From an optimization exercise on the open Yosys and OpenROAD flow, aimed at small area and a short achievable clock period; shortcuts taken in it are not production practice. Only simulation tests tie the RTL to the original design; equivalence was not proved. Power is estimated from default activity; no workload was simulated.

===== flow/config.mk =====
export PLATFORM = sky130hd
export DESIGN_NAME = stereo_cap_top
export DESIGN_NICKNAME = stereo_cap_top
export VERILOG_FILES = /design/flow/design.v
export SDC_FILE = /design/flow/constraint.sdc
export NUM_CORES = 4
export LEC_CHECK = 0
export CAP_MARGIN = 20
export CORE_MARGIN = 2
export CORE_UTILIZATION = 55
export CTS_BUF_LIST = sky130_fd_sc_hd__clkbuf_16
export CTS_CLUSTER_DIAMETER = 100
export CTS_CLUSTER_SIZE = 30
export SLEW_MARGIN = 20

===== flow/constraint.sdc =====
create_clock -name core_clock -period 8.0 [get_ports {clk_25_2m}]
set_input_delay 1.6000 -clock core_clock [delete_from_list [all_inputs] [get_ports {clk_25_2m}]]
set_output_delay 1.6000 -clock core_clock [all_outputs]
set_load 0.01 [all_outputs]

===== flow/design.v =====
package video_pkg;
	typedef logic [7:0] cam_byte_t;
	typedef struct packed {
		logic [4:0] r;     
		logic [5:0] g;     
		logic [4:0] b;     
	} rgb565_t;
	typedef struct packed {
		logic [7:0] r;
		logic [7:0] g;
		logic [7:0] b;
	} pixel_t;
endpackage
package mem_pkg;
	typedef logic [$clog2(64)-1:0] mem_addr_t;
	typedef enum logic [1:0] {
		req_cam1    = 2'd0,
		req_cam2    = 2'd1,
		req_display = 2'd2
	} req_id_t;
	typedef struct packed {
		mem_addr_t          addr;   
		logic [23:0]        data;   
	} mem_wr_t;
endpackage
module cam_capture #(
	parameter logic [5:0] BASE = '0      
) (
	input  logic        clk_25_2m,
	input  logic        reset,
	input  logic        vsync,
	input  logic        href,
	input  logic [7:0]  data,
	input  logic        wr_ready,        
	output logic        wr_valid_nx,     
	output logic [5:0]  wr_addr,         
	output logic [15:0] wr_data,
	output logic        frame_done
);
	logic        vsync_d;
	logic        vs_rise;
	logic        phase;                  
	logic [7:0]  hi_byte;
	logic [5:0]  wa;                     
	logic        push;
	logic        pop;
	logic [4:0]  wr_cnt;                 
	assign vs_rise = vsync && !vsync_d;
	assign push    = href && phase;
	assign pop     = wr_ready;
	always_ff @(posedge clk_25_2m) begin
		if (!reset) begin
			vsync_d <= 1'b0;
			phase   <= 1'b0;
			wa      <= BASE;
		end else begin
			vsync_d <= vsync;
			if (vs_rise) begin
				phase <= 1'b0;
				wa    <= BASE;
			end else if (href) begin
				phase <= !phase;
				if (phase)
					wa <= wa + 1'b1;
			end
		end
	end
	always_ff @(posedge clk_25_2m) begin
		if (href && !phase)
			hi_byte <= data;
	end
	logic [5:0]  fa [8];
	logic [15:0] fd [8];
	logic [2:0]  wp, rp, rp1, rp_nx;
	logic [3:0]  cnt, cnt_nx;
	logic [5:0]  ha;                     
	logic [5:0]  fa_rp1;
	always_ff @(posedge clk_25_2m) begin
		if (push) begin
			fa[wp] <= wa;
			fd[wp] <= {hi_byte, data};
		end
	end
	always_comb begin
		cnt_nx = cnt;
		if (push && !pop)
			cnt_nx = cnt + 1'b1;
		else if (!push && pop)
			cnt_nx = cnt - 1'b1;
	end
	assign wr_valid_nx = reset && (cnt_nx != '0);
	assign rp1   = rp + 1'b1;
	assign rp_nx = pop ? rp1 : rp;
	always_ff @(posedge clk_25_2m) begin
		if (!reset) begin
			wp       <= '0;
			rp       <= '0;
			cnt      <= '0;
		end else begin
			if (push)
				wp <= wp + 1'b1;
			rp       <= rp_nx;
			cnt      <= cnt_nx;
		end
	end
	assign fa_rp1 = fa[rp1];
	always_ff @(posedge clk_25_2m) begin
		if (push && wp == rp_nx)
			ha <= wa;
		else if (pop)
			ha <= fa_rp1;
	end
	assign wr_addr = ha;
	assign wr_data = fd[rp];
	always_ff @(posedge clk_25_2m) begin
		if (!reset) begin
			wr_cnt     <= '0;
			frame_done <= 1'b0;
		end else if (vs_rise) begin
			wr_cnt     <= '0;
			frame_done <= 1'b0;
		end else if (pop) begin
			wr_cnt <= wr_cnt + 1'b1;
			if (wr_cnt == 5'd31)
				frame_done <= 1'b1;
		end
	end
endmodule
module frame_mem_arbiter (
	input  logic        clk_25_2m,
	input  logic        reset,
	input  logic        wr_valid_1,      
	input  logic [5:0]  wr_addr_1,
	input  logic [15:0] wr_data_1,
	input  logic        wr_valid_2,
	input  logic [5:0]  wr_addr_2,
	input  logic [15:0] wr_data_2,
	input  logic        rd_req_valid,
	input  logic [5:0]  rd_addr,
	output logic        wr_ready_1,
	output logic        wr_ready_2,
	output logic        rd_req_ready,
	output logic        rd_data_valid,
	output logic [15:0] rd_data
);
	logic [15:0] mem [64];
	logic [2:0]  last;                   
	logic [2:0]  last_nx;
	logic [2:0]  g, g_nx;                
	logic        v1, v2, vd;
	logic        we;
	logic [5:0]  waddr;
	logic [15:0] wdata;
	assign v1 = wr_valid_1;
	assign v2 = wr_valid_2;
	assign vd = rd_req_valid;
	assign last_nx = !reset ? 3'b100 : ((g != 3'b000) ? g : last);
	assign g_nx[0] = v1 && (last_nx[2] || (last_nx[1] && !vd) || (last_nx[0] && !v2 && !vd));
	assign g_nx[1] = v2 && (last_nx[0] || (last_nx[2] && !v1) || (last_nx[1] && !vd && !v1));
	assign g_nx[2] = vd && (last_nx[1] || (last_nx[0] && !v2) || (last_nx[2] && !v1 && !v2));
	always_ff @(posedge clk_25_2m) begin
		last <= last_nx;
		g    <= g_nx;
		if (!reset)
			rd_data_valid <= 1'b0;
		else
			rd_data_valid <= g[2];
	end
	assign wr_ready_1   = g[0];
	assign wr_ready_2   = g[1];
	assign rd_req_ready = g[2];
	assign we    = wr_ready_1 || wr_ready_2;
	assign waddr = wr_ready_1 ? wr_addr_1 : wr_addr_2;
	assign wdata = wr_ready_1 ? wr_data_1 : wr_data_2;
	always_ff @(posedge clk_25_2m) begin
		if (we)
			mem[waddr] <= wdata;
	end
	logic [5:0] ra_q;
	always_ff @(posedge clk_25_2m) begin
		ra_q <= rd_addr;
	end
	assign rd_data = mem[ra_q];
endmodule
module video_timing (
	input  logic clk_25_2m,
	input  logic reset,
	input  logic run,
	output logic de,
	output logic hs,
	output logic vs
);
	localparam int HW = $clog2(((8 * 2) + 2 + 4 + 2));
	localparam int VW = $clog2((4 + 1 + 2 + 1));
	localparam int HS_START = (8 * 2) + 2;
	localparam int HS_END   = HS_START + 4;
	localparam int VS_START = 4 + 1;
	localparam int VS_END   = VS_START + 2;
	logic [HW-1:0] x;
	logic [VW-1:0] y;
	logic          line_end;
	logic          frame_end;
	assign line_end  = (x == HW'(((8 * 2) + 2 + 4 + 2) - 1));
	assign frame_end = (y == VW'((4 + 1 + 2 + 1) - 1));
	always_ff @(posedge clk_25_2m) begin
		if (!reset || !run) begin        
			x <= '0;
			y <= '0;
		end else if (line_end) begin
			x <= '0;
			if (frame_end)
				y <= '0;
			else
				y <= y + 1'b1;
		end else begin
			x <= x + 1'b1;
		end
	end
	assign de = run
		&& (x < HW'((8 * 2)))
		&& (y < VW'(4));                
	assign hs = run
		&& (x >= HW'(HS_START))
		&& (x < HW'(HS_END));                
	assign vs = run
		&& (y >= VW'(VS_START))
		&& (y <= VW'(VS_END - 1));
endmodule
module display_reader (
	input  logic        clk_25_2m,
	input  logic        reset,
	input  logic        cam1_done,
	input  logic        cam2_done,
	input  logic        rd_req_ready,
	input  logic        rd_data_valid,
	input  logic [15:0] rd_data,
	input  logic        pixel_req,
	output logic        rd_req_valid,    
	output logic [5:0]  rd_addr,
	output logic        timing_run,
	output logic [15:0] pixel
);
	logic        fetch_en, fetch_nx;
	logic        reads_done;
	logic [3:0]  rx;
	logic [1:0]  ry;
	logic [2:0]  wp, rp;
	logic [3:0]  cnt, cnt_nx;
	logic [15:0] pd [8];
	assign rd_addr = {rx[3], ry, rx[2:0]};
	always_ff @(posedge clk_25_2m) begin
		if (!reset) begin
			rx <= '0;
			ry <= '0;
		end else if (rd_req_ready) begin
			rx <= rx + 1'b1;
			if (rx == 4'd15)
				ry <= ry + 1'b1;
		end
	end
	assign fetch_nx = fetch_en || (cam1_done && cam2_done);
	assign rd_req_valid = reset && fetch_nx && ({1'b0, cnt_nx} + {4'b0, rd_req_ready} < 5'd8);
	always_ff @(posedge clk_25_2m) begin
		if (!reset) begin
			fetch_en   <= 1'b0;
			reads_done <= 1'b0;
			timing_run <= 1'b0;
		end else begin
			fetch_en <= fetch_nx;
			if (rd_req_ready && rx == 4'd15 && ry == 2'd3)
				reads_done <= 1'b1;
			if (fetch_en && (cnt == 4'd8 || reads_done))
				timing_run <= 1'b1;
		end
	end
	always_ff @(posedge clk_25_2m) begin
		if (rd_data_valid)
			pd[wp] <= rd_data;
	end
	always_comb begin
		cnt_nx = cnt;
		if (rd_data_valid && !pixel_req)
			cnt_nx = cnt + 1'b1;
		else if (!rd_data_valid && pixel_req)
			cnt_nx = cnt - 1'b1;
	end
	always_ff @(posedge clk_25_2m) begin
		if (!reset) begin
			wp           <= '0;
			rp           <= '0;
			cnt          <= '0;
		end else begin
			if (rd_data_valid)
				wp <= wp + 1'b1;
			if (pixel_req)
				rp <= rp + 1'b1;
			cnt <= cnt_nx;
		end
	end
	assign pixel = pd[rp];
endmodule
module stereo_cap_top (
	input  logic                    clk_25_2m,
	input  logic                    reset,
	input  logic                    cam1_vsync,
	input  logic                    cam1_href,
	input  video_pkg::cam_byte_t    cam1_data,
	input  logic                    cam2_vsync,
	input  logic                    cam2_href,
	input  video_pkg::cam_byte_t    cam2_data,
	output logic                    hdmi_de,
	output logic                    hdmi_hs,
	output logic                    hdmi_vs,
	output video_pkg::pixel_t       hdmi_d
);
	logic                 wr_valid_1, wr_ready_1, wr_valid_2, wr_ready_2;
	logic [5:0]           wr_addr_1, wr_addr_2, rd_addr;
	logic [15:0]          wr_data_1, wr_data_2, rd_data, pixel;
	logic                 cam1_done, cam2_done;
	logic                 rd_req_valid, rd_req_ready, rd_data_valid;
	logic                 timing_run, de, hs, vs;
	logic [15:0]          d565;              
	cam_capture #(.BASE(6'd0)) capture_cam1 (
		.clk_25_2m (clk_25_2m), .reset (reset),
		.vsync (cam1_vsync), .href (cam1_href), .data (cam1_data),
		.wr_ready (wr_ready_1), .wr_valid_nx (wr_valid_1),
		.wr_addr (wr_addr_1), .wr_data (wr_data_1), .frame_done (cam1_done)
	);
	cam_capture #(.BASE(6'd32)) capture_cam2 (
		.clk_25_2m (clk_25_2m), .reset (reset),
		.vsync (cam2_vsync), .href (cam2_href), .data (cam2_data),
		.wr_ready (wr_ready_2), .wr_valid_nx (wr_valid_2),
		.wr_addr (wr_addr_2), .wr_data (wr_data_2), .frame_done (cam2_done)
	);
	frame_mem_arbiter mem_arb (
		.clk_25_2m (clk_25_2m), .reset (reset),
		.wr_valid_1 (wr_valid_1), .wr_addr_1 (wr_addr_1), .wr_data_1 (wr_data_1),
		.wr_valid_2 (wr_valid_2), .wr_addr_2 (wr_addr_2), .wr_data_2 (wr_data_2),
		.rd_req_valid (rd_req_valid), .rd_addr (rd_addr),
		.wr_ready_1 (wr_ready_1), .wr_ready_2 (wr_ready_2), .rd_req_ready (rd_req_ready),
		.rd_data_valid (rd_data_valid), .rd_data (rd_data)
	);
	display_reader reader (
		.clk_25_2m (clk_25_2m), .reset (reset),
		.cam1_done (cam1_done), .cam2_done (cam2_done),
		.rd_req_ready (rd_req_ready), .rd_data_valid (rd_data_valid), .rd_data (rd_data),
		.pixel_req (de), .rd_req_valid (rd_req_valid), .rd_addr (rd_addr),
		.timing_run (timing_run), .pixel (pixel)
	);
	video_timing timing (
		.clk_25_2m (clk_25_2m), .reset (reset), .run (timing_run),
		.de (de), .hs (hs), .vs (vs)
	);
	always_ff @(posedge clk_25_2m) begin
		if (!reset) begin
			hdmi_de <= 1'b0;
			hdmi_hs <= 1'b0;
			hdmi_vs <= 1'b0;
			d565    <= '0;
		end else begin
			hdmi_de <= de;
			hdmi_hs <= hs;
			hdmi_vs <= vs;
			d565    <= de ? pixel : '0;    
		end
	end
	assign hdmi_d = {d565[15:11], d565[15:13],
	                 d565[10:5],  d565[10:9],
	                 d565[4:0],   d565[4:2]};
endmodule

===== flow/flow/run.sh =====
#!/bin/bash
set -euo pipefail
MARGIN=$(cat flow/margin.txt)
bash standard.sh \
	MATCH_CELL_FOOTPRINT=0 \
	SETUP_SLACK_MARGIN=$MARGIN \
	"BUFFER_PORTS_ARGS=-buffer_cell sky130_fd_sc_hd__buf_4" \
	finish > make_finish.log 2>&1

===== flow/flow/margin.txt =====
5.3

===== flow/standard.sh =====
#!/bin/bash
# synth_recipe.tcl (not shown) runs the flow's synth.tcl, then flattens the netlist and writes it again
# the make line also repeats each setting of config.mk as NAME=value (left out here)
make -C /OpenROAD-flow-scripts/flow DESIGN_CONFIG=/design/flow/config.mk WORK_HOME=/design/flow/orfs CLKGATE_MAP_FILE= SYNTH_SCRIPT=/design/flow/synth_recipe.tcl "${@:-finish}"

==> results.tsv, run 1 <==
metric	value	unit
TritonCTS clock tree	yes	
io pins	49	
vias in the first global route	29587	
FF+latch count, synth	1639	
FILL cells	7722	
Placed Cells	4427	
Synth top area share	73.22	%
GP Congestion	0.7919	
RSZ-0062 raised after global routing	yes	
Max VDD drop	315.8	uV
Slew HR	9.707	%
Hold Crit Start	reader.rx[3]$_SDFFE_PN0P_	
Fmax	354.1	MHz
crit-path max FO	2	
Die Ht	342.0	um
Overflow after GRT	0	
Crit path max-delay family	flip-flops	
area leader, netlist	edfxtp_1	
final worst path period need	2824	ps
Startpoint Class	register	
Yosys warnings	6	
H-Tree Depth	2	
Clock Latency Late Sink	740	ps
Setup Crit Path Kind	register to output port	
Final Hold Viols	0	
Finished Layout Cells	4627	
DR vias	29295	
PD cells	248.9	mW/mm2
Syn Nets	2961	
Leak	21.03	nW
final net count	3132	
Initial Util	55.62	%
final setup vio count	0	
Worst path max stage delay	380	ps
clock share of power	22.3	%
FFs w/ async S/R, synth	0	%
Switch Pwr	4.595	mW
Seq/Total Area, Yosys	76.63	%
core box area	0.1130	mm2
Post-Syn Area	0.06283	mm2
Critical Path AT	1220	ps
standard-cell rows	123	
Setup TNS	0	ps
Post-DRT Antenna Nets	0	
DP HPWL	80620	um
worst hold path class	register to register	
number of vias per cell	6.331	
setup slack after layout	5176	ps
post-place setup slack	3779	ps
Setup crit start	d565[4]$_SDFF_PN0_	
final hold slack	381.0	ps
Net Sw Frac	26.34	%
worst hold stages	0	
Reg clk slew, reported paths	110	ps
PortBufs	48	
worst path bufs/invs	1	
routed len/inst	32.00	um
Yosys cell types	53	
drt total wl	148000	um
Worst-Margin Slew	1354	ps
maximum clock insertion buffer count	3	
CP max-delay cell	dfxtp_4	
Iteration-0 DRC Markers	3371	
CTS Buf Count	60	
Synth-to-Final Area Change	11.60	%
sequential share of power	62.0	%
first-pass GRT wire length	210200	um
Comb pwr share	15.7	%
Total GRT Usage	25.39	%
Clock Sinks	1639	
CP Data Required Time	6400	ps
Clock Skews	30.33	ps
Post-Synthesis Cells	2915	
fin crit share	35.30	%
critical path cell sequence	buf_6	
Reg2Reg Depth	10	
Mean Syn Cell Area	21.55	um2
ANT cells	0	
clock root buffer master	clkbuf_16	
CP Capture Type	output port	
post-route DRC violation count	0	
maxcap violations	0	
final slew viol count	0	
critical path depth	1	
outcome	no timing/DRC/antenna violations	
top post-synthesis cells by area	edfxtp_1 (73%), mux4_2 (16%), dfxtp_1 (3.4%)	
die area	0.1170	mm2
share of cells above drive strength 1	30.64	%
Main synth FF type	edfxtp_1	
number of enable flip-flop cells after synthesis	1532	
die width	342.0	um
largest net degree at the start of global routing	65	
initial antenna violation count	1	
DR pass1 iterations	5	
Pint	12.85	mW
hold buffer count at CTS	0	
## kinds of logic after synthesis
group | count (synthesis) | share of synthesized area, %
xor gates and xnor gates | 55 | 0.7667
AOI/OAI and AO/OA | 139 | 1.404
and+or+nand+nor | 375 | 2.746
adders and majority gates | 24 | 0.4779
DFF | 1639 | 76.63
buffers and inverters | 178 | 1.280
muxes | 505 | 16.70
## per-layer routing
layer | track usage (%) | vias up | wire length (um)
met5 | 0 | - | 13
met2 | 43.75 | 986 | 76730
li1 | - | 12266 | -
met3 | 2.974 | 161 | 9156
met1 | 34.70 | 15880 | 57870
met4 | 7.191 | 2 | 4268
## synth_stat cells (all sizes together), types with 2 or more instances
cell	number
a211o	2
a211oi	20
a21o	2
a21oi	40
a22oi	6
a31o	2
a31oi	2
and2	9
and3	5
buf	80
clkbuf	81
dfxtp	107
edfxtp	1532
ha	24
inv	17
mux2	5
mux2i	66
mux4	434
nand2	74
nand2b	16
nand3	13
nand3b	3
nand4	10
nand4b	2
nor2	172
nor2b	26
nor3	19
nor3b	7
nor4	5
nor4b	2
o21a	2
o21ai	24
o221ai	6
o22ai	23
o31ai	2
o32ai	3
or2	7
or4	2
xnor2	28
xor2	27
## metrics by stage
| stage | util (%) | total power, mW | cell area [um2] |
|---|---|---|---|
| floorplan | - | 12.50 | 63330 |
| global placement | 58.22 | 13.48 | 65770 |
| global route | 62.07 | 18.03 | 70120 |
| finish | 62.07 | 17.45 | 70120 |
| CTS | 61.27 | 17.46 | 69210 |
| detailed placement | 58.22 | 13.61 | 65770 |
## state kept, by name, summed over array words and instances, names as in the netlist, 4 cells and up, named ones only
| register | count |
|---|---|
| mem_arb.mem | 1024 |
| capture_cam1.fd | 128 |
| capture_cam2.fd | 128 |
| reader.pd | 128 |
| capture_cam1.fa | 48 |
| capture_cam2.fa | 48 |
| d565 | 16 |
| capture_cam1.hi_byte | 8 |
| capture_cam2.hi_byte | 8 |
| capture_cam1.ha | 6 |
| capture_cam1.wa | 6 |
| capture_cam2.ha | 6 |
| capture_cam2.wa | 6 |
| capture_cam1.wr_cnt | 5 |
| capture_cam2.wr_cnt | 5 |
| timing.x | 5 |
| capture_cam1.cnt | 4 |
| capture_cam2.cnt | 4 |
| reader.cnt | 4 |
| reader.rx | 4 |
## path summary, 6_finish.rpt
kind                          endpoint  slack (ps)
max reg2reg  reader.pd[0][7]$_DFFE_PP_        5210
min reg2reg                   register         380
min                           register         380
max                          hdmi_d[2]        5180
## power groups by stage
stage | Sequential [mW] | Combinational [mW] | Clock [mW]
after floorplan | 10.9 | 1.58 | 0
after global placement | 11.0 | 2.48 | 0
after detailed placement | 11.0 | 2.59 | 0
after CTS | 10.8 | 2.65 | 3.98
after global routing | 10.9 | 2.92 | 4.26
final | 10.8 | 2.74 | 3.89
## area by class of cell
| cell class | instances | area, um2 | area share, % |
|---|---|---|---|
| clock inverters | 41 | 190.2 | 0.2712 |
| well taps | 1500 | 1877 | 2.677 |
| clock buffers | 62 | 1551 | 2.213 |
| multi-input cells | 1101 | 15130 | 21.57 |
| inverters | 17 | 76.32 | 0.1089 |
| flip-flops and latches | 1639 | 48200 | 68.74 |
| repair buffers | 267 | 3097 | 4.416 |
## what timing repair did
item                                    CTS  global route
setup buffers                            48            19
setup endpoints to repair              1298           991
endpoints found under the hold margin     0             0
cloned                                   19            11
resized for setup                       209            86
pin swaps                                16            18
## layout by cell type, fill, tap and decap left out, types with 19 or more instances in the layout
| cell type | netlist | layout |
|---|---|---|
| a21oi_1 | 40 | 19 |
| a21oi_4 | 0 | 20 |
| buf_12 | 0 | 29 |
| buf_4 | 12 | 163 |
| buf_6 | 5 | 40 |
| clkbuf_16 | 0 | 80 |
| dfxtp_1 | 107 | 79 |
| dfxtp_2 | 0 | 21 |
| edfxtp_1 | 1532 | 1532 |
| ha_1 | 24 | 22 |
| inv_1 | 17 | 53 |
| mux2i_1 | 66 | 48 |
| mux4_2 | 434 | 434 |
| nand2_1 | 74 | 64 |
| nor2_1 | 172 | 154 |
| nor2_4 | 0 | 21 |
| nor2b_1 | 26 | 21 |
| xnor2_1 | 28 | 28 |
| xor2_1 | 27 | 26 |
==> run 2, diff against run 1 <==
--- a/flow/config.mk
+++ b/flow/config.mk
@@ -11,4 +11,4 @@
 export CTS_BUF_LIST = sky130_fd_sc_hd__clkbuf_16
 export CTS_CLUSTER_DIAMETER = 100
-export CTS_CLUSTER_SIZE = 30
+export CTS_CLUSTER_SIZE = 25
 export SLEW_MARGIN = 20
==> run 2 against run 1 <==
Clock-buffer cell count up 17; still clean on timing, DRC and antenna; die area unchanged; synthesized area did not move; largest cell class unchanged; cell area hardly changed; non-clock buffer count fell by 12; highest routed layer unchanged; synthesized cell count stayed put; global-route usage is 0.17 points higher; critical path depth is 6 higher; power grew 2.5%; clock power is 11% higher.
==> results.tsv, run 2 <==
metric	value	unit	change
top sig layer	met5		unchanged
DR pass1 iterations	5		unchanged
die area	0.1170	mm2	unchanged
top post-synthesis cells by area	edfxtp_1 (73%), mux4_2 (16%), dfxtp_1 (3.4%)		unchanged
wire length on met3	8694	um	was 9156 um
maxcap violations	0		unchanged
ANT cells	0		unchanged
worst hold path class	register to register		unchanged
die width	342.0	um	unchanged
Max VDD drop	316.3	uV	was 315.8 uV
DP HPWL	80620	um	unchanged
CTS Buf Count	75		was 60
Reg clk slew, reported paths	100	ps	was 110 ps
final instance area	0.07018	mm2	was 0.07012 mm2
Initial Util	55.62	%	unchanged
CP Capture Type	register		was output port
most common cell after layout, fill and taps aside	edfxtp_1		unchanged
PD cells	254.8	mW/mm2	was 248.9 mW/mm2
maximum clock insertion buffer count	3		unchanged
Iteration-0 DRC Markers	3197		was 3371
Synth top area share	73.22	%	unchanged
met2 routed WL	77490	um	was 76730 um
RSZ-0062 raised after global routing	yes		unchanged
count leader, synth	edfxtp_1		unchanged
Leak	21.08	nW	was 21.03 nW
Setup Crit Path Kind	register to register		was register to output port
routed len/inst	32.13	um	was 32.00 um
fin crit share	34.69	%	was 35.30%
Seq/Total Area, Yosys	76.63	%	unchanged
Post-Synthesis Cells	2915		unchanged
core box area	0.1130	mm2	unchanged
Clock Skews	32.63	ps	was 30.33 ps
area leader, netlist	edfxtp_1		unchanged
top post-synthesis cells by count	edfxtp_1 (1532), mux4_2 (434), nor2_1 (172)		unchanged
Fmax	360.3	MHz	was 354.1 MHz
CP Data Required Time	8410	ps	was 6400 ps
Synth-to-Final Area Change	11.69	%	was 11.60%
commonest non-fill, non-tap cells in the layout	edfxtp_1 (1532), mux4_2 (434), buf_4 (160)		was edfxtp_1 (1532), mux4_2 (434), buf_4 (163)
drt total wl	148500	um	was 148000 um
final core occ	62.13	%	was 62.07%
Yosys warnings	6		unchanged
Total GRT Usage	25.56	%	was 25.39%
Syn Nets	2961		unchanged
Clock Sinks	1639		unchanged
Main synth FF type	edfxtp_1		unchanged
Clock Latency Late Sink	700	ps	was 740 ps
crit-path max FO	8		was 2
post-route DRC violation count	0		unchanged
Critical Path AT	3190	ps	was 1220 ps
FF+latch count, synth	1639		unchanged
Final Hold Viols	0		unchanged
Yosys cell types	53		unchanged
number of vias per cell	6.360		was 6.331
Mean Syn Cell Area	21.55	um2	unchanged
most flop-heavy register	mem_arb.mem		unchanged
PortBufs	48		unchanged
GP Congestion	0.7919		unchanged
FFs w/ async S/R, synth	0	%	unchanged
max FFs per register	1024		unchanged
H-Tree Depth	3		was 2
share of cells above drive strength 1	30.36	%	was 30.64%
standard-cell rows	123		unchanged
outcome	no timing/DRC/antenna violations		unchanged
Area after DPL	0.06577	mm2	unchanged
Overflow after GRT	0		unchanged
TritonCTS clock tree	yes		unchanged
Setup TNS	0	ps	unchanged
DRT met1 WL	58320	um	was 57870 um
Post-Syn Area	0.06283	mm2	unchanged
Die Ht	342.0	um	unchanged
largest net degree at the start of global routing	65		unchanged
final worst path period need	2775	ps	was 2824 ps
io pins	49		unchanged
Worst-Margin Slew	1270	ps	was 1354 ps
vias in the first global route	29878		was 29587
Post-DRT Antenna Nets	0		unchanged
final setup vio count	0		unchanged
first-pass GRT wire length	211100	um	was 210200 um
Startpoint Class	register		unchanged
number of enable flip-flop cells after synthesis	1532		unchanged
Slew HR	15.32	%	was 9.707%
final net count	3136		was 3132
final slew viol count	0		unchanged
clock root buffer master	clkbuf_16		unchanged
initial antenna violation count	1		unchanged
DR vias	29401		was 29295
[run 2: cell types whose count changed in the layout (fill, tap and decap cells not counted), sizes merged]
cell | previous run | this run
bufinv | 1 | 0
buf | 248 | 237
inv | 55 | 47
clkbuf | 81 | 97
[run 2: final timing paths]
path                              from                         to  slack, ps  cells after the start
max                           register  reader.pd[0][7]$_DFFE_PP_       5220                      7
min          reader.ry[0]$_SDFFE_PN0P_                   register        380                      0
max reg2reg                   register  reader.pd[0][7]$_DFFE_PP_       5220                      7
min reg2reg  reader.ry[0]$_SDFFE_PN0P_                   register        380                      0
[run 2: final cells by class]
cell class | count | area [um2]
clock inverter | 31 | 133.9
tap | 1500 | 1877
sequential | 1639 | 48200
timing repair inverter | 1 | 11.26
fill | 7722 | 42780
multi-input combinational | 1101 | 15010
clock buffer | 79 | 1977
inverter | 17 | 90.09
timing repair buffer | 255 | 2883
[run 2: worst max-delay path: stages, from the launching register on]
cell,delay (ps)
dfxtp_4,430
buf_8,190
clkbuf_16,180
buf_4,140
mux4_2,490
mux4_2,560
o22ai_4,370
nor2_4,110
[run 2: metrics by stage]
| stage | worst slack, ps | power [mW] | hold slack (ps) | std cells |
|---|---|---|---|---|
| 6_report | 5225 | 17.88 | 376.9 | 4623 |
| 5_1_grt | 5192 | 18.48 | 395.7 | 4623 |
| 4_1_cts | 5078 | 17.89 | 384.6 | 4593 |
| 3_5_place_dp | 3779 | 13.61 | 371.1 | 4427 |
| 3_3_place_gp | 3849 | 13.48 | 364.2 | 4427 |
| 2_1_floorplan | 4861 | 12.50 | 354.3 | 2915 |
[run 2: timing repair]
item,4_1_cts,5_1_grt
cloned,20,10
pin swaps,13,16
setup endpoints to repair,1300,950
setup buffers,36,20
hold buffers,0,0
gates resized for setup,206,59
[run 2: cell families (layout without fill, tap and decap cells)]
| logic type | Yosys count | in the layout | synth area share [%] |
|---|---|---|---|
| buf+inv | 178 | 383 | 1.280 |
| xor+xnor | 55 | 55 | 0.7667 |
| flops | 1639 | 1639 | 76.63 |
| fa+ha+maj | 24 | 24 | 0.4779 |
| compound gates | 139 | 139 | 1.404 |
| simple gates | 375 | 378 | 2.746 |
| mux | 505 | 505 | 16.70 |
[run 2: where the power goes]
group / internal (mW) / switching [mW] / total, mW / leakage (nW)
registers: 10.7 / 0.167 / 10.8 / 14.6
logic: 0.748 / 2.00 / 2.75 / 5.32
clock network: 1.79 / 2.51 / 4.30 / 1.14
total: 13.2 / 4.68 / 17.9 / 21.1
[run 2: metal layers]
metal  vias to the layer above  track usage, %
li1                      12275               -
met1                     15956           34.70
met2                       980           44.29
met3                       188           3.251
met4                         2           6.835
met5                         -               0
==> run 3, diff against run 2 <==
==> flow/flow/margin.txt (replaced) <==
5.5
--- a/flow/config.mk
+++ b/flow/config.mk
@@ -10,5 +10,5 @@
 export CORE_UTILIZATION = 55
 export CTS_BUF_LIST = sky130_fd_sc_hd__clkbuf_16
-export CTS_CLUSTER_DIAMETER = 100
-export CTS_CLUSTER_SIZE = 25
+export CTS_CLUSTER_DIAMETER = 80
+export CTS_CLUSTER_SIZE = 28
 export SLEW_MARGIN = 20
==> run 3 against run 2 <==
Core utilization is 0.93 points higher; cell area increased by 1.5%; still clean on timing, DRC and antenna; sequential power about the same; die area stayed put; non-clock buffer count grew 22; critical path type is now register to output port; clock skew rose by 5.2 ps; synthesized area unchanged; via count rose by 0.93%; setup slack better by 24 ps; global-route usage grew 0.47 points.
==> results.tsv, run 3 <==
metric	value	unit	change
Synth top area share	73.22	%	unchanged
Final Hold Viols	0		unchanged
top post-synthesis cells by area	edfxtp_1 (73%), mux4_2 (16%), dfxtp_1 (3.4%)		unchanged
share of cells above drive strength 1	33.66	%	was 30.36%
Critical Path AT	1150	ps	was 3190 ps
Yosys cell types	53		unchanged
most flop-heavy register	mem_arb.mem		unchanged
count leader, synth	edfxtp_1		unchanged
Reg area	0.04820	mm2	about the same
CP Data Required Time	6400	ps	was 8410 ps
DR vias	29674		was 29401
Worst-Margin Slew	1196	ps	was 1270 ps
Worst path max stage delay	380	ps	was 560 ps
Clock Skews	37.85	ps	was 32.63 ps
initial antenna violation count	0		was 1
Iteration-0 DRC Markers	2926		was 3197
routed len/inst	32.59	um	was 32.13 um
drt total wl	151400	um	was 148500 um
number of vias per cell	6.387		was 6.360
RSZ-0062 raised after global routing	yes		unchanged
io pins	49		unchanged
clock root buffer master	clkbuf_16		unchanged
Post-Synthesis Cells	2915		unchanged
met2 usage	44.97	%	was 44.29%
FILL cells	7639		was 7722
standard-cell rows	123		unchanged
max FFs per register	1024		unchanged
Reg clk slew, reported paths	100	ps	about the same
outcome	no timing/DRC/antenna violations		unchanged
Seq/Total Area, Yosys	76.63	%	unchanged
first-pass GRT wire length	214700	um	was 211100 um
Mean Syn Cell Area	21.55	um2	unchanged
setup slack after layout	5249	ps	was 5225 ps
Setup Crit Path Kind	register to output port		was register to register
Pint	13.25	mW	was 13.20 mW
Total GRT Usage	26.04	%	was 25.56%
Yosys warnings	6		unchanged
FF+latch count, synth	1639		unchanged
GP Congestion	0.7885		was 0.7919
Clock Sinks	1639		unchanged
final slew viol count	0		unchanged
reg-to-reg slack, setup	5280	ps	was 5220 ps
final setup vio count	0		unchanged
FFs w/ async S/R, synth	0	%	unchanged
PD cells	254.4	mW/mm2	was 254.8 mW/mm2
die area	0.1170	mm2	unchanged
Crit path max-delay family	flip-flops		was multiplexers
critical path cell sequence	buf_6		was buf_8 -> clkbuf_16 -> buf_4 -> mux4_2 -> mux4_2 -> o22ai_4 -> nor2_4
ANT cells	0		unchanged
PortBufs	48		unchanged
sequential share of power	59.6	%	was 60.5%
die width	342.0	um	unchanged
post-route DRC violation count	0		unchanged
DR pass1 iterations	5		unchanged
final worst path period need	2751	ps	was 2775 ps
clock share of power	23.5	%	was 24.1%
H-Tree Depth	3		unchanged
Clock Latency Late Sink	680	ps	was 700 ps
busiest grt layer	met2		unchanged
fin crit share	34.39	%	was 34.69%
top post-synthesis cells by count	edfxtp_1 (1532), mux4_2 (434), nor2_1 (172)		unchanged
Leak	21.28	nW	was 21.08 nW
Max VDD drop	266.9	uV	was 316.3 uV
number of enable flip-flop cells after synthesis	1532		unchanged
Main synth FF type	edfxtp_1		unchanged
TritonCTS clock tree	yes		unchanged
hold buffer count at CTS	0		unchanged
Post-Syn Area	0.06283	mm2	unchanged
CP Capture Type	output port		was register
Syn Nets	2961		unchanged
Comb pwr share	16.9	%	was 15.4%
Setup TNS	0	ps	unchanged
Slew HR	19.97	%	was 15.32%
commonest non-fill, non-tap cells in the layout	edfxtp_1 (1532), mux4_2 (434), buf_4 (138)		was edfxtp_1 (1532), mux4_2 (434), buf_4 (160)
Switch Pwr	4.864	mW	was 4.681 mW
met1 usage	35.63	%	was 34.70%
post-place setup slack	3847	ps	was 3779 ps
Die Ht	342.0	um	unchanged
vias in the first global route	30117		was 29878
maximum clock insertion buffer count	3		unchanged
Overflow after GRT	0		unchanged
DP HPWL	80990	um	was 80620 um
worst hold path class	register to register		unchanged
Net Sw Frac	26.85	%	was 26.17%
area of the multi-input gates	0.01560	mm2	was 0.01501 mm2
core box area	0.1130	mm2	unchanged
Startpoint Class	register		unchanged
Post-DRT Antenna Nets	0		unchanged
Fmax	363.5	MHz	was 360.3 MHz
area leader, netlist	edfxtp_1		unchanged
crit-path max FO	2		was 8
worst path bufs/invs	1		was 3
most common cell after layout, fill and taps aside	edfxtp_1		unchanged
final net count	3158		was 3136
Synth-to-Final Area Change	13.37	%	was 11.69%
largest net degree at the start of global routing	67		was 65
CP max-delay cell	dfxtp_4		was mux4_2
CTS Buf Count	72		was 75
maxcap violations	0		unchanged
met3 GRT Util	3.196	%	was 3.251%
Initial Util	55.62	%	unchanged
-- run 3: cell counts after synthesis --
Identical to the previous run, type by type.
-- run 3: logic make-up (layout without fill, tap and decap cells) --
| group | count (synthesis) | after routing | share of synthesized area [%] |
|---|---|---|---|
| DFF | 1639 | 1639 | 76.63 |
| muxes | 505 | 505 | 16.70 |
| and+or+nand+nor | 375 | 381 | 2.746 |
| buffers and inverters | 178 | 403 | 1.280 |
| AOI/OAI and AO/OA | 139 | 139 | 1.404 |
| xor gates and xnor gates | 55 | 55 | 0.7667 |
| adders and majority gates | 24 | 24 | 0.4779 |
-- run 3: path summary, 6_finish.rpt --
check / from / endpoint / cells past startpoint
min reg2reg: reader.ry[0]$_SDFFE_PN0P_ / register / 0
max: d565[3]$_SDFF_PN0_ / hdmi_d[6] / 1
max reg2reg: register / reader.pd[1][3]$_DFFE_PP_ / 8
min: reader.ry[0]$_SDFFE_PN0P_ / register / 0
-- run 3: timing repair --
| action | CTS | global route |
|---|---|---|
| gates resized for setup | 276 | 86 |
| buffers inserted | 68 | 23 |
| cloned | 29 | 4 |
| pin swaps | 46 | 32 |
| endpoints found under the setup margin | 2385 | 1017 |
-- run 3: through the flow --
stage,instance area (um2),util (%),hold slack [ps],cells,total power [mW]
6_report,71230,63.06,389.2,4646,18.12
5_1_grt,71230,63.06,399.3,4646,18.70
4_1_cts,70520,62.43,393.2,4619,18.10
3_5_place_dp,65910,58.34,378.4,4414,13.68
3_3_place_gp,65910,58.34,361.2,4414,13.56
2_1_floorplan,63500,-,354.3,2915,12.55
-- run 3: power by group through the flow --
| stage | registers, mW | logic [mW] | clock network, mW |
|---|---|---|---|
| 2_1_floorplan | 10.9 | 1.63 | 0 |
| 3_3_place_gp | 11.0 | 2.51 | 0 |
| 3_5_place_dp | 11.1 | 2.62 | 0 |
| 4_1_cts | 10.8 | 2.95 | 4.33 |
| 5_1_grt | 10.8 | 3.26 | 4.61 |
| 6_report | 10.8 | 3.07 | 4.25 |
-- run 3: layer usage --
metal	routed length [um]	up-vias
met1	58640	16062
li1	-	12349
met4	3874	0
met5	0	-
met2	78690	1090
met3	10210	173
-- run 3: cell type report --
type,instances,area share (%)
Timing Repair Buffer,277,4.769
Inverter,17,0.1265
Multi-Input combinational cell,1104,21.89
Sequential cell,1639,67.67
Timing Repair inverter,1,0.01581
Tap cell,1500,2.635
Clock buffer,73,2.564
Clock inverter,35,0.3267
==> run 4, diff against run 3 <==
==> flow/flow/margin.txt (replaced) <==
5.2
==> run 4 against run 3 <==
Still clean on timing, DRC and antenna; sequential power hardly changed; critical path depth rose by 7; die area did not move; cell area decreased by 2.6%; highest routed layer unchanged.
==> results.tsv, run 4 <==
metric	value	unit	change
outcome	no timing/DRC/antenna violations		unchanged
Max VDD drop	227.7	uV	was 266.9 uV
CP max-delay cell	mux4_2		was dfxtp_4
max FFs per register	1024		unchanged
top post-synthesis cells by count	edfxtp_1 (1532), mux4_2 (434), nor2_1 (172)		unchanged
Iteration-0 DRC Markers	3183		was 2926
drt total wl	146000	um	was 151400 um
Fmax	358.4	MHz	was 363.5 MHz
Initial Util	55.62	%	unchanged
critical path cell sequence	buf_12 -> buf_4 -> clkbuf_16 -> mux4_2 -> mux2i_1 -> a21oi_1 -> a22oi_1 -> nand2_2		was buf_6
Worst-Margin Slew	981.4	ps	was 1196 ps
Reg clk slew, reported paths	100	ps	about the same
Net Sw Frac	26.27	%	was 26.85%
Mean Syn Cell Area	21.55	um2	unchanged
reg-to-reg slack, setup	5210	ps	was 5280 ps
count leader, synth	edfxtp_1		unchanged
CP Data Required Time	8380	ps	was 6400 ps
fin crit share	34.87	%	was 34.39%
DP HPWL	79340	um	was 80990 um
PortBufs	48		unchanged
final slew viol count	0		unchanged
maximum clock insertion buffer count	3		unchanged
FF+latch count, synth	1639		unchanged
worst r2r dst	reader.pd[5][9]$_DFFE_PP_		was reader.pd[1][3]$_DFFE_PP_
H-Tree Depth	3		unchanged
final core occ	61.41	%	was 63.06%
Comb pwr share	15.3	%	was 16.9%
multiplexer share of the synthesized area	16.70	%	unchanged
sequential share of power	61.0	%	was 59.6%
crit path capture	reader.pd[5][9]$_DFFE_PP_		was hdmi_d[6]
Setup TNS	0	ps	unchanged
final worst path period need	2790	ps	was 2751 ps
commonest non-fill, non-tap cells in the layout	edfxtp_1 (1532), mux4_2 (434), buf_4 (176)		was edfxtp_1 (1532), mux4_2 (434), buf_4 (138)
Slew HR	34.57	%	was 19.97%
Syn Nets	2961		unchanged
most common cell after layout, fill and taps aside	edfxtp_1		unchanged
Clock Skews	24.61	ps	was 37.85 ps
Synth Area in XOR/XNOR	0.7667	%	unchanged
RSZ-0062 raised after global routing	yes		unchanged
Yosys warnings	6		unchanged
Startpoint Class	register		unchanged
most flop-heavy register	mem_arb.mem		unchanged
PD cells	256.1	mW/mm2	was 254.4 mW/mm2
main combinational cell family by area after synthesis	multiplexers		unchanged
Worst path max stage delay	520	ps	was 380 ps
CTS Buf Count	70		was 72
simple-gate share of the synthesized area	2.746	%	unchanged
Main synth FF type	edfxtp_1		unchanged
maxcap violations	0		unchanged
vias in the first global route	29580		was 30117
Clock Sinks	1639		unchanged
Yosys cell types	53		unchanged
Leak	20.82	nW	was 21.28 nW
Post-Synthesis Cells	2915		unchanged
Overflow after GRT	0		unchanged
hold buffer count at CTS	0		unchanged
Pint	13.10	mW	was 13.25 mW
number of enable flip-flop cells after synthesis	1532		unchanged
Reg2Reg Depth	8		unchanged
final setup vio count	0		unchanged
Final Hold Viols	0		unchanged
routed len/inst	31.75	um	was 32.59 um
largest net degree at the start of global routing	74		was 67
FFs w/ async S/R, synth	0	%	unchanged
die area	0.1170	mm2	unchanged
first-pass GRT wire length	209900	um	was 214700 um
Synth-to-Final Area Change	10.40	%	was 13.37%
Die Ht	342.0	um	unchanged
Post-DRT Antenna Nets	0		unchanged
clock root buffer master	clkbuf_16		unchanged
worst hold path class	register to register		unchanged
share of cells above drive strength 1	28.67	%	was 33.66%
die width	342.0	um	unchanged
GP Congestion	0.8008		was 0.7885
Synth top area share	73.22	%	unchanged
Total GRT Usage	25.34	%	was 26.04%
DR vias	28908		was 29674
final net count	3111		was 3158
clock share of power	23.7	%	was 23.5%
TritonCTS clock tree	yes		unchanged
fraction of the mapped netlist area in adder cells	0.4779	%	unchanged
Critical Path AT	3170	ps	was 1150 ps
core box area	0.1130	mm2	unchanged
Clock Latency Late Sink	680	ps	about the same
number of vias per cell	6.288		was 6.387
post-route DRC violation count	0		unchanged
Switch Pwr	4.666	mW	was 4.864 mW
top post-synthesis cells by area	edfxtp_1 (73%), mux4_2 (16%), dfxtp_1 (3.4%)		unchanged
area leader, netlist	edfxtp_1		unchanged
Seq/Total Area, Yosys	76.63	%	unchanged
io pins	49		unchanged
crit-path max FO	10		was 2
Post-Syn Area	0.06283	mm2	unchanged
Setup Crit Path Kind	register to register		was register to output port
CP Capture Type	register		was output port
ANT cells	0		unchanged
standard-cell rows	123		unchanged
DR pass1 iterations	5		unchanged
initial antenna violation count	1		was 0
post-synthesis compound-gate area fraction	1.404	%	unchanged
run 4: changes by cell type in the layout (fill, tap and decap cells not counted), moves of 25 or more:
cell and delta:
nor2_1 +50, buf_6 -39, buf_4 +38, nor2_4 -31
buf_12 -28, nor2_2 -25
run 4: metal layers:
layer,part of all wire (%),global-route usage (%),up-vias
li1,-,-,12214
met5,0,0,-
met4,2.8,7.292,0
met1,40,34.73,15668
met2,52,43.73,854
met3,5.0,2.685,172
run 4: cell families after synthesis:
kind of cell | after synthesis
buf+inv | 178
simple gates | 375
fa+ha+maj | 24
flops | 1639
xor+xnor | 55
compound gates | 139
mux | 505
run 4: how the worst min path moves through the flow:
stage,start,endpoint,slack [ps],depth (start not counted)
3_3_place_gp,reader.ry[1]$_SDFFE_PN0P_,register,370,0
6_report,reader.ry[0]$_SDFFE_PN0P_,register,390,0
4_1_cts,reader.ry[1]$_SDFFE_PN0P_,register,390,0
5_1_grt,reader.rx[3]$_SDFFE_PN0P_,register,410,0
3_5_place_dp,reader.ry[1]$_SDFFE_PN0P_,register,380,0
2_1_floorplan,reader.ry[1]$_SDFFE_PN0P_,register,350,0
run 4: through the flow:
step / hold slack [ps] / instances / total power [mW] / setup WS (ps) / cell area [um2]
2_1_floorplan: 354.3 / 2915 / 12.50 / 4582 / 63270
3_3_place_gp: 365.3 / 4425 / 13.52 / 3797 / 65770
3_5_place_dp: 376.9 / 4426 / 13.67 / 3732 / 65790
4_1_cts: 389.9 / 4573 / 17.85 / 5166 / 68980
5_1_grt: 408.4 / 4597 / 18.38 / 5141 / 69360
6_report: 391.2 / 4597 / 17.76 / 5210 / 69360
run 4: final cells by class:
type / count / area [um2]
fillers: 7823 / 43600
inverters: 17 / 90.09
clock buffers: 73 / 1827
multi-input cells: 1098 / 14710
flip-flops and latches: 1639 / 48190
repair inverters: 1 / 11.26
well taps: 1500 / 1877
clock inverters: 31 / 181.4
repair buffers: 238 / 2480
run 4: power groups by stage:
stage / clock network [mW] / logic, mW / registers, mW
6_report: 4.21 / 2.72 / 10.8
5_1_grt: 4.60 / 2.91 / 10.9
4_1_cts: 4.31 / 2.69 / 10.8
3_5_place_dp: 0 / 2.62 / 11.1
3_3_place_gp: 0 / 2.50 / 11.0
2_1_floorplan: 0 / 1.56 / 10.9
run 4: timing repair:
action                     in CTS  in global routing
gates cloned                   14                  7
resized for setup             113                 31
buffers inserted               29                 17
setup endpoints to repair    1192                460
pin swaps                       6                  8
run 4: critical path, delay by kind of cell (launching register included):
family / cells / cell delay, ps
AOI/OAI and AO/OA: 2 / 390
buffers and inverters: 3 / 530
DFF: 1 / 380
muxes: 2 / 960
and+or+nand+nor: 1 / 210
==> run 5, diff against run 4 <==
==> flow/flow/margin.txt (replaced) <==
5.1
==> run 5 against run 4 <==
Sequential power about the same; register-to-register slack worse by 150 ps; wire length down 3.0%; setup slack worse by 150 ps; still clean; global-route usage down 0.75 points; clock skew up 9.1 ps; via count down 0.65%; clock power up 3%; final cell count down 0.63%.
==> results.tsv, run 5 <==
metric	value	unit	change
outcome	no timing/DRC/antenna violations		unchanged
Clock Skews	33.70	ps	was 24.61 ps
worst path bufs/invs	2		was 3
CP Data Required Time	8390	ps	was 8380 ps
final setup vio count	0		unchanged
Switch Pwr	4.697	mW	was 4.666 mW
Iteration-0 DRC Markers	3067		was 3183
PD cells	260.1	mW/mm2	was 256.1 mW/mm2
number of vias per cell	6.287		was 6.288
Max VDD drop	306.7	uV	was 227.7 uV
most flop-heavy register	mem_arb.mem		unchanged
worst hold path class	register to register		unchanged
Critical Path AT	3330	ps	was 3170 ps
CP max-delay cell	o22ai_1		was mux4_2
Setup TNS	0	ps	unchanged
Pint	13.15	mW	was 13.10 mW
Die Ht	342.0	um	unchanged
max FFs per register	1024		unchanged
routed len/inst	30.98	um	was 31.75 um
Final Hold Viols	0		unchanged
Fmax	340.3	MHz	was 358.4 MHz
R2R Path Start	mem_arb.g[0]$_DFF_P_		
Total GRT Usage	24.59	%	was 25.34%
Post-Synthesis Cells	2915		unchanged
Mean Syn Cell Area	21.55	um2	unchanged
Startpoint Class	register		unchanged
CTS Buf Count	72		was 70
DR vias	28719		was 28908
core box area	0.1130	mm2	unchanged
maxcap violations	0		unchanged
Setup Crit Path Kind	register to register		unchanged
FF+latch count, synth	1639		unchanged
number of enable flip-flop cells after synthesis	1532		unchanged
Syn Nets	2961		unchanged
Seq/Total Area, Yosys	76.63	%	unchanged
initial antenna violation count	4		was 1
Initial Util	55.62	%	unchanged
Post-Syn Area	0.06283	mm2	unchanged
Leak	20.55	nW	was 20.82 nW
Yosys cell types	53		unchanged
die area	0.1170	mm2	unchanged
standard-cell rows	123		unchanged
fin crit share	36.74	%	was 34.87%
clock root buffer master	clkbuf_16		unchanged
share of cells above drive strength 1	27.19	%	was 28.67%
DR pass1 iterations	5		unchanged
final slew viol count	0		unchanged
Crit path max-delay family	simple AND/OR/NAND/NOR gates		was multiplexers
Synth-to-Final Area Change	9.238	%	was 10.40%
FFs w/ async S/R, synth	0	%	unchanged
TritonCTS clock tree	yes		unchanged
H-Tree Depth	3		unchanged
RSZ-0062 raised after global routing	yes		unchanged
Reg clk slew, reported paths	110	ps	was 100 ps
Main synth FF type	edfxtp_1		unchanged
Net Sw Frac	26.32	%	was 26.27%
die width	342.0	um	unchanged
critical path cell sequence	buf_12 -> nand2b_1 -> o22ai_1 -> nand3_1 -> nor2_4 -> buf_4		was buf_12 -> buf_4 -> clkbuf_16 -> mux4_2 -> mux2i_1 -> a21oi_1 -> a22oi_1 -> nand2_2
final net count	3073		was 3111
clock share of power	24.2	%	was 23.7%
top post-synthesis cells by count	edfxtp_1 (1532), mux4_2 (434), nor2_1 (172)		unchanged
hold buffer count at CTS	0		unchanged
io pins	49		unchanged
Setup crit start	mem_arb.g[0]$_DFF_P_		
drt total wl	141500	um	was 146000 um
Slew HR	27.02	%	was 34.57%
PortBufs	48		unchanged
Worst-Margin Slew	1091	ps	was 981.4 ps
FILL cells	7869		was 7823
Clock Sinks	1639		unchanged
count leader, synth	edfxtp_1		unchanged
GP Congestion	0.7987		was 0.8008
Comb pwr share	15.0	%	was 15.3%
crit-path max FO	44		was 10
post-route DRC violation count	0		unchanged
reg-to-reg slack, setup	5060	ps	was 5210 ps
Worst path max stage delay	520	ps	about the same
Post-DRT Antenna Nets	0		unchanged
Yosys warnings	6		unchanged
Clock Latency Late Sink	690	ps	was 680 ps
Synth top area share	73.22	%	unchanged
Hold Crit Start	reader.rx[3]$_SDFFE_PN0P_		was reader.ry[0]$_SDFFE_PN0P_
area leader, netlist	edfxtp_1		unchanged
largest net degree at the start of global routing	75		was 74
vias in the first global route	29414		was 29580
Power, Total	17.85	mW	was 17.76 mW
sequential share of power	60.7	%	was 61.0%
top post-synthesis cells by area	edfxtp_1 (73%), mux4_2 (16%), dfxtp_1 (3.4%)		unchanged
CP Capture Type	register		unchanged
DP HPWL	78860	um	was 79340 um
commonest non-fill, non-tap cells in the layout	edfxtp_1 (1532), mux4_2 (434), buf_4 (173)		was edfxtp_1 (1532), mux4_2 (434), buf_4 (176)
final worst path period need	2939	ps	was 2790 ps
maximum clock insertion buffer count	3		unchanged
first-pass GRT wire length	204200	um	was 209900 um
most common cell after layout, fill and taps aside	edfxtp_1		unchanged
Overflow after GRT	0		unchanged
## run 5: worst paths after layout
kind	to	cells past startpoint
hold / removal	register	0
setup reg to reg	mem_arb.mem[7][4]$_DFFE_PP_	6
hold reg to reg	register	0
setup / recovery	mem_arb.mem[7][4]$_DFFE_PP_	6
## run 5: power by group through the flow
stage	logic (mW)	registers [mW]	clock network, mW
final	2.68	10.8	4.33
after CTS	2.68	10.8	4.43
after global routing	2.87	10.9	4.68
after floorplan	1.52	10.9	0
after detailed placement	2.62	11.0	0
after global placement	2.50	11.0	0
## run 5: per-layer routing
| metal | share of wire [%] | GRT usage (%) |
|---|---|---|
| met1 | 40 | 33.72 |
| met2 | 51 | 41.54 |
| met3 | 5.8 | 3.351 |
| met4 | 3.3 | 7.712 |
| met5 | 0 | 0 |
## run 5: final cells by class
cell class | instances | area (um2) | share of cell area (%)
sequential | 1639 | 48180 | 70.19
multi-input combinational | 1098 | 14530 | 21.16
tap | 1500 | 1877 | 2.734
timing repair buffer | 199 | 1851 | 2.696
clock buffer | 73 | 1827 | 2.662
clock inverter | 41 | 301.5 | 0.4393
inverter | 17 | 76.32 | 0.1112
antenna | 1 | 2.502 | 0.003646
## run 5: cell families (layout without fill, tap and decap cells)
| family | after synthesis | count (layout) | synth area share (%) |
|---|---|---|---|
| flops | 1639 | 1639 | 76.63 |
| mux | 505 | 505 | 16.70 |
| simple gates | 375 | 375 | 2.746 |
| buf+inv | 178 | 330 | 1.280 |
| compound gates | 139 | 139 | 1.404 |
| xor+xnor | 55 | 55 | 0.7667 |
| fa+ha+maj | 24 | 24 | 0.4779 |
| other cells | 0 | 1 | 0 |
## run 5: worst reg2reg max path: stages (launching register included)
cell      delay [ps]
dfxtp_4          470
buf_12           290
nand2b_1         210
o22ai_1          520
nand3_1          440
nor2_4           430
buf_4            290
## run 5: timing repair
item	in CTS	in global routing
setup buffers	15	3
endpoints found under the setup margin	1404	821
hold endpoints to repair	0	0
gates resized for setup	72	16
cloned	4	4
pin swaps	0	2
## run 5: metrics by stage
step	hold slack (ps)	util (%)	cell area (um2)	cells	setup WS (ps)
4_1_cts	391.0	60.61	68460	4559	5037
5_1_grt	403.3	60.76	68630	4567	4997
3_5_place_dp	372.1	58.22	65770	4426	3975
3_3_place_gp	366.7	58.22	65770	4426	4094
2_1_floorplan	354.3	-	63190	2915	4582
6_report	376.7	60.76	68640	4568	5061
==> run 6, diff against run 5 <==
==> flow/flow/margin.txt (replaced) <==
5.3
--- a/flow/config.mk
+++ b/flow/config.mk
@@ -12,3 +12,4 @@
 export CTS_CLUSTER_DIAMETER = 80
 export CTS_CLUSTER_SIZE = 28
+export GPL_TIMING_DRIVEN = 0
 export SLEW_MARGIN = 20
==> run 6 against run 5 <==
Critical path depth rose by 4; clock skew fell by 4.7 ps; worst hold slack improved by 6.0 ps; largest power group unchanged; largest cell class unchanged; combinational power rose by 41%; flip-flop and latch count did not move; clock power fell by 2%; fmax rose by 2.6%; wire length rose by 7.3%.
==> results.tsv, run 6 <==
metric	value	unit	change
outcome	no timing/DRC/antenna violations		unchanged
drt total wl	151900	um	was 141500 um
most flop-heavy register	mem_arb.mem		unchanged
Mean Syn Cell Area	21.55	um2	unchanged
crit-path max FO	8		was 44
Reg2Reg Depth	10		was 6
vias in the first global route	30573		was 29414
Yosys warnings	6		unchanged
number of vias per cell	6.292		was 6.287
initial antenna violation count	2		was 4
Die Ht	342.0	um	unchanged
reg-to-reg slack, setup	5140	ps	was 5060 ps
hold buffer count at CTS	0		unchanged
Pint	13.68	mW	was 13.15 mW
final worst path period need	2864	ps	was 2939 ps
Clock Skews	29.05	ps	was 33.70 ps
Max VDD drop	185.5	uV	was 306.7 uV
CP Capture Type	register		unchanged
RSZ-0062 raised after global routing	yes		unchanged
Startpoint Class	register		unchanged
Total GRT Usage	26.33	%	was 24.59%
Main synth FF type	edfxtp_1		unchanged
clock share of power	22.6	%	was 24.2%
fin crit share	35.80	%	was 36.74%
worst hold stages	0		unchanged
Comb pwr share	20.1	%	was 15.0%
Setup Crit Path Kind	register to register		unchanged
Switch Pwr	5.086	mW	was 4.697 mW
PortBufs	46		was 48
Worst-Margin Slew	1100	ps	was 1091 ps
Hold Crit Start	reader.ry[1]$_SDFFE_PN0P_		was reader.rx[3]$_SDFFE_PN0P_
post-route DRC violation count	0		unchanged
worst hold path class	register to register		unchanged
share of cells above drive strength 1	36.27	%	was 27.19%
Setup TNS	0	ps	unchanged
first-pass GRT wire length	217400	um	was 204200 um
Fmax	349.2	MHz	was 340.3 MHz
sequential share of power	57.3	%	was 60.7%
Critical Path AT	3270	ps	was 3330 ps
CTS Buf Count	71		was 72
clock root buffer master	clkbuf_16		unchanged
maxcap violations	0		unchanged
Net Sw Frac	27.10	%	was 26.32%
DR vias	30200		was 28719
die width	342.0	um	unchanged
die area	0.1170	mm2	unchanged
Post-DRT Antenna Nets	0		unchanged
Final Hold Viols	0		unchanged
DP HPWL	103400	um	was 78860 um
io pins	49		unchanged
Leak	22.17	nW	was 20.55 nW
Yosys cell types	53		unchanged
maximum clock insertion buffer count	3		unchanged
Iteration-0 DRC Markers	3541		was 3067
Synth top area share	73.22	%	unchanged
setup slack after layout	5136	ps	was 5061 ps
final net count	3313		was 3073
worst r2r dst	reader.pd[5][14]$_DFFE_PP_		was mem_arb.mem[7][4]$_DFFE_PP_
Synth-to-Final Area Change	16.40	%	was 9.238%
FFs w/ async S/R, synth	0	%	unchanged
final slew viol count	0		unchanged
TritonCTS clock tree	yes		unchanged
count leader, synth	edfxtp_1		unchanged
most common cell after layout, fill and taps aside	edfxtp_1		unchanged
core box area	0.1130	mm2	unchanged
Seq/Total Area, Yosys	76.63	%	unchanged
final setup vio count	0		unchanged
ANT cells	0		was 1
Post-Synthesis Cells	2915		unchanged
Initial Util	55.62	%	unchanged
H-Tree Depth	3		unchanged
DR pass1 iterations	7		was 5
post-place setup slack	3760	ps	was 3975 ps
Slew HR	26.52	%	was 27.02%
number of enable flip-flop cells after synthesis	1532		unchanged
final core occ	64.74	%	was 60.76%
GP Congestion	0.8260		was 0.7987
Syn Nets	2961		unchanged
largest net degree at the start of global routing	39		was 75
PD cells	256.6	mW/mm2	was 260.1 mW/mm2
Overflow after GRT	0		unchanged
FF+latch count, synth	1639		unchanged
max FFs per register	1024		unchanged
routed len/inst	31.64	um	was 30.98 um
Clock Latency Late Sink	680	ps	was 690 ps
Clock Sinks	1639		unchanged
Post-Syn Area	0.06283	mm2	unchanged
Reg clk slew, reported paths	110	ps	about the same
top post-synthesis cells by count	edfxtp_1 (1532), mux4_2 (434), nor2_1 (172)		unchanged
commonest non-fill, non-tap cells in the layout	edfxtp_1 (1532), mux4_2 (434), buf_4 (117)		was edfxtp_1 (1532), mux4_2 (434), buf_4 (173)
area leader, netlist	edfxtp_1		unchanged
top post-synthesis cells by area	edfxtp_1 (73%), mux4_2 (16%), dfxtp_1 (3.4%)		unchanged
standard-cell rows	123		unchanged
CP Data Required Time	8410	ps	was 8390 ps
-- run 6: cell types whose count changed in the layout (fill, tap and decap cells not counted), moves of 21 or more --
cell,before,now
nor2_1,160,85
clkbuf_1,0,25
buf_6,3,86
buf_12,10,47
clkbuf_4,0,21
buf_4,173,117
nor2_4,9,78
clkbuf_2,0,28
buf_8,2,53
buf_16,5,32
-- run 6: worst max-delay path by stage --
stage | startpoint | endpoint | cells after the start
6_report | register | reader.pd[5][14]$_DFFE_PP_ | 10
5_1_grt | d565[13]$_SDFF_PN0_ | hdmi_d[21] | 2
4_1_cts | d565[10]$_SDFF_PN0_ | hdmi_d[15] | 2
3_5_place_dp | register | reader.pd[5][9]$_DFFE_PP_ | 8
3_3_place_gp | mem_arb.g[0]$_DFF_P_ | mem_arb.mem[52][12]$_DFFE_PP_ | 5
2_1_floorplan | cam2_href | capture_cam2.fa[0][0]$_DFFE_PP_ | 4
-- run 6: power by group through the flow --
| stage | logic (mW) | clock network (mW) | registers [mW] |
|---|---|---|---|
| global placement | 2.55 | 0 | 11.0 |
| floorplan | 1.58 | 0 | 10.9 |
| finish | 3.78 | 4.23 | 10.8 |
| global route | 3.99 | 4.60 | 10.8 |
| CTS | 3.65 | 4.33 | 10.7 |
| detailed placement | 3.38 | 0 | 10.9 |
-- run 6: cell families after synthesis --
| logic type | after synthesis | share of synthesized area [%] |
|---|---|---|
| DFF | 1639 | 76.63 |
| adders and majority gates | 24 | 0.4779 |
| AOI/OAI and AO/OA | 139 | 1.404 |
| and+or+nand+nor | 375 | 2.746 |
| buffers and inverters | 178 | 1.280 |
| xor gates and xnor gates | 55 | 0.7667 |
| muxes | 505 | 16.70 |
-- run 6: metrics by stage --
step / std cells / hold WS, ps / instance area (um2) / total power, mW
after global routing: 4800 / 398.4 / 73140 / 19.37
after global placement: 4461 / 366.6 / 65550 / 13.55
after floorplan: 2915 / 354.3 / 63330 / 12.50
final: 4800 / 382.7 / 73140 / 18.77
after detailed placement: 4582 / 370.2 / 67910 / 14.32
after CTS: 4748 / 385.6 / 72390 / 18.72
-- run 6: layout make-up --
cell class                      instances  area, um2
Tap cell                             1500       1877
Sequential cell                      1639      48170
Clock buffer                           73       1827
Multi-Input combinational cell       1099      15860
Clock inverter                         33      217.7
Fill cell                            7406      39820
Timing Repair Buffer                  278       3734
Buffer                                161       1390
Inverter                               17      63.81
-- run 6: routing by layer --
layer  GRT usage [%]  up-vias  share of wire, %
met4           7.630        0               3.1
met1           37.01    16229                39
met5               0        -                 0
met2           43.87     1138                51
li1                -    12654                 -
met3           3.573      179               7.0
-- run 6: critical path, cell delays in order, from the launching register on --
cell and delay, ps:
dfxtp_2 340, buf_8 130, buf_12 140, buf_12 160, buf_16 150, buf_4 150, buf_4 130, mux4_2 560
mux4_2 560, o22ai_4 150, nor2_4 100
-- run 6: timing repair --
item | 4_1_cts | 5_1_grt
gates cloned | 5 | 2
resized for setup | 557 | 77
pin swaps | 53 | 35
setup buffers | 55 | 50
setup endpoints to repair | 2209 | 1266
==> run 7, diff against run 6 <==
--- a/flow/config.mk
+++ b/flow/config.mk
@@ -6,5 +6,5 @@
 export NUM_CORES = 4
 export LEC_CHECK = 0
-export CAP_MARGIN = 20
+export CAP_MARGIN = 5
 export CORE_MARGIN = 2
 export CORE_UTILIZATION = 55
@@ -12,4 +12,3 @@
 export CTS_CLUSTER_DIAMETER = 80
 export CTS_CLUSTER_SIZE = 28
-export GPL_TIMING_DRIVEN = 0
-export SLEW_MARGIN = 20
+export SLEW_MARGIN = 5
==> run 7 against run 6 <==
Still clean; synthesized area stayed put; non-clock buffer count shrank 198; clock power up 2%; die area stayed put; final cell count fell by 3.9%; clock-buffer cell count grew 2; combinational power down 28%; setup slack improved by 76 ps; wire length shrank 3.5%; critical path type is now register to output port; critical endpoint is now hdmi_d[2].
==> results.tsv, run 7 <==
metric	value	unit	change
outcome	no timing/DRC/antenna violations		unchanged
Clock Sinks	1639		unchanged
top post-synthesis cells by area	edfxtp_1 (73%), mux4_2 (16%), dfxtp_1 (3.4%)		unchanged
first-pass GRT wire length	208300	um	was 217400 um
Reg area	0.04820	mm2	was 0.04817 mm2
die area	0.1170	mm2	unchanged
Syn Nets	2961		unchanged
Yosys warnings	6		unchanged
worst hold path class	register to register		unchanged
area leader, netlist	edfxtp_1		unchanged
PD cells	255.2	mW/mm2	was 256.6 mW/mm2
Setup TNS	0	ps	unchanged
worst hold stages	0		unchanged
Synth top area share	73.22	%	unchanged
standard-cell rows	123		unchanged
RSZ-0062 raised after global routing	yes		unchanged
CP Data Required Time	6400	ps	was 8410 ps
clock root buffer master	clkbuf_16		unchanged
number of enable flip-flop cells after synthesis	1532		unchanged
Yosys cell types	53		unchanged
drt total wl	146600	um	was 151900 um
core box area	0.1130	mm2	unchanged
most flop-heavy register	mem_arb.mem		unchanged
maxcap violations	0		unchanged
DR vias	29053		was 30200
final instance area	0.07003	mm2	was 0.07314 mm2
Main synth FF type	edfxtp_1		unchanged
Clock Latency Late Sink	700	ps	was 680 ps
initial antenna violation count	1		was 2
FF+latch count, synth	1639		unchanged
fin crit share	34.84	%	was 35.80%
Clock Skews	36.22	ps	was 29.05 ps
Setup Crit Path Kind	register to output port		was register to register
Setup crit start	d565[4]$_SDFF_PN0_		
die width	342.0	um	unchanged
most common cell after layout, fill and taps aside	edfxtp_1		unchanged
critical path depth	1		was 10
Final Hold Viols	0		unchanged
Worst-Margin Slew	1068	ps	was 1100 ps
Fmax	358.8	MHz	was 349.2 MHz
Crit path max-delay family	flip-flops		was multiplexers
PortBufs	48		was 46
critical path cell sequence	buf_6		was buf_8 -> buf_12 -> buf_12 -> buf_16 -> buf_4 -> buf_4 -> mux4_2 -> mux4_2 -> o22ai_4 -> nor2_4
met3 GRT Util	3.279	%	was 3.573%
Reg2Reg Depth	7		was 10
Leak	21.00	nW	was 22.17 nW
Initial Util	55.62	%	unchanged
post-place setup slack	3779	ps	was 3760 ps
count leader, synth	edfxtp_1		unchanged
max FFs per register	1024		unchanged
setup slack after layout	5213	ps	was 5136 ps
Seq/Total Area, Yosys	76.63	%	unchanged
FILL cells	7726		was 7406
Worst path max stage delay	380	ps	was 560 ps
number of vias per cell	6.301		was 6.292
H-Tree Depth	3		unchanged
Synth-to-Final Area Change	11.46	%	was 16.40%
TritonCTS clock tree	yes		unchanged
Iteration-0 DRC Markers	3083		was 3541
CP max-delay cell	dfxtp_4		was mux4_2
area of the multi-input gates	0.01494	mm2	was 0.01586 mm2
Reg clk slew, reported paths	100	ps	was 110 ps
largest net degree at the start of global routing	65		was 39
GP Congestion	0.7919		was 0.8260
commonest non-fill, non-tap cells in the layout	edfxtp_1 (1532), mux4_2 (434), nor2_1 (154)		was edfxtp_1 (1532), mux4_2 (434), buf_4 (117)
share of cells above drive strength 1	30.39	%	was 36.27%
met1 usage	34.47	%	was 37.01%
Post-DRT Antenna Nets	0		unchanged
busiest grt layer	met2		unchanged
maximum clock insertion buffer count	3		unchanged
CP Capture Type	output port		was register
Slew HR	28.52	%	was 26.52%
Critical Path AT	1190	ps	was 3270 ps
Hold Crit Start	reader.rx[3]$_SDFFE_PN0P_		was reader.ry[1]$_SDFFE_PN0P_
worst path bufs/invs	1		was 6
CTS Buf Count	71		unchanged
Startpoint Class	register		unchanged
final setup vio count	0		unchanged
reg-to-reg slack, setup	5240	ps	was 5140 ps
top post-synthesis cells by count	edfxtp_1 (1532), mux4_2 (434), nor2_1 (172)		unchanged
crit-path max FO	2		was 8
post-route DRC violation count	0		unchanged
Die Ht	342.0	um	unchanged
Overflow after GRT	0		unchanged
FFs w/ async S/R, synth	0	%	unchanged
Area after DPL	0.06577	mm2	was 0.06791 mm2
Total GRT Usage	25.18	%	was 26.33%
vias in the first global route	29622		was 30573
DR pass1 iterations	6		was 7
final slew viol count	0		unchanged
Post-Syn Area	0.06283	mm2	unchanged
Post-Synthesis Cells	2915		unchanged
final worst path period need	2787	ps	was 2864 ps
io pins	49		unchanged
met2 usage	43.16	%	was 43.87%
Mean Syn Cell Area	21.55	um2	unchanged
DP HPWL	80620	um	was 103400 um
final net count	3115		was 3313
Max VDD drop	316.0	uV	was 185.5 uV
routed len/inst	31.79	um	was 31.64 um
-- run 7: layout make-up --
type	instances	share of cell area, %
Sequential cell	1639	68.82
Multi-Input combinational cell	1098	21.33
Timing Repair Buffer	241	3.972
Clock buffer	75	2.680
Tap cell	1500	2.680
Clock inverter	39	0.3645
Inverter	17	0.1286
Timing Repair inverter	1	0.01608
Antenna cell	1	0.003573
-- run 7: stage by stage --
| step | cells | utilization, % | hold WS, ps | power [mW] |
|---|---|---|---|---|
| after CTS | 4585 | 61.32 | 385.6 | 17.89 |
| after global placement | 4427 | 58.22 | 364.2 | 13.48 |
| final | 4611 | 62.00 | 367.3 | 17.87 |
| after detailed placement | 4427 | 58.22 | 371.1 | 13.61 |
| after global routing | 4610 | 62.00 | 400.3 | 18.46 |
| after floorplan | 2915 | - | 354.3 | 12.50 |
-- run 7: logic make-up after synthesis --
group | share of synthesized area [%]
flops | 76.63
fa+ha+maj | 0.4779
compound gates | 1.404
xor+xnor | 0.7667
mux | 16.70
buf+inv | 1.280
simple gates | 2.746
-- run 7: path summary, 6_finish.rpt --
check / end
worst max-delay path: hdmi_d[2]
worst max register to register: reader.pd[2][4]$_DFFE_PP_
worst min-delay path: register
worst min register to register: register
-- run 7: timing repair --
action / in CTS / in global routing
setup buffers: 26 / 14
cloned: 18 / 11
gates resized for setup: 187 / 77
setup endpoints to repair: 1298 / 1013
pin swaps: 9 / 23
hold buffers: 0 / 0
-- run 7: per-layer routing --
metal | vias to the layer above | wire length (um)
met1 | 15738 | 58200
met3 | 184 | 8265
met2 | 898 | 75910
met5 | - | 0
li1 | 12233 | -
met4 | 0 | 4223
-- run 7: power breakdown --
group | total (mW) | leakage [nW] | switching [mW] | internal [mW]
sequential | 10.8 | 14.6 | 0.165 | 10.7
clock | 4.31 | 1.12 | 2.55 | 1.76
combinational | 2.74 | 5.26 | 2.00 | 0.744
total | 17.9 | 21.0 | 4.71 | 13.2

Setup slack of run 7, layout unchanged: 5.213 ns with ideal ports, 5.136 ns with driving cells assumed (clock clkbuf_16, inputs buf_2), 4.634 ns with port delays also shifted by the 0.756 ns mid clock arrival.
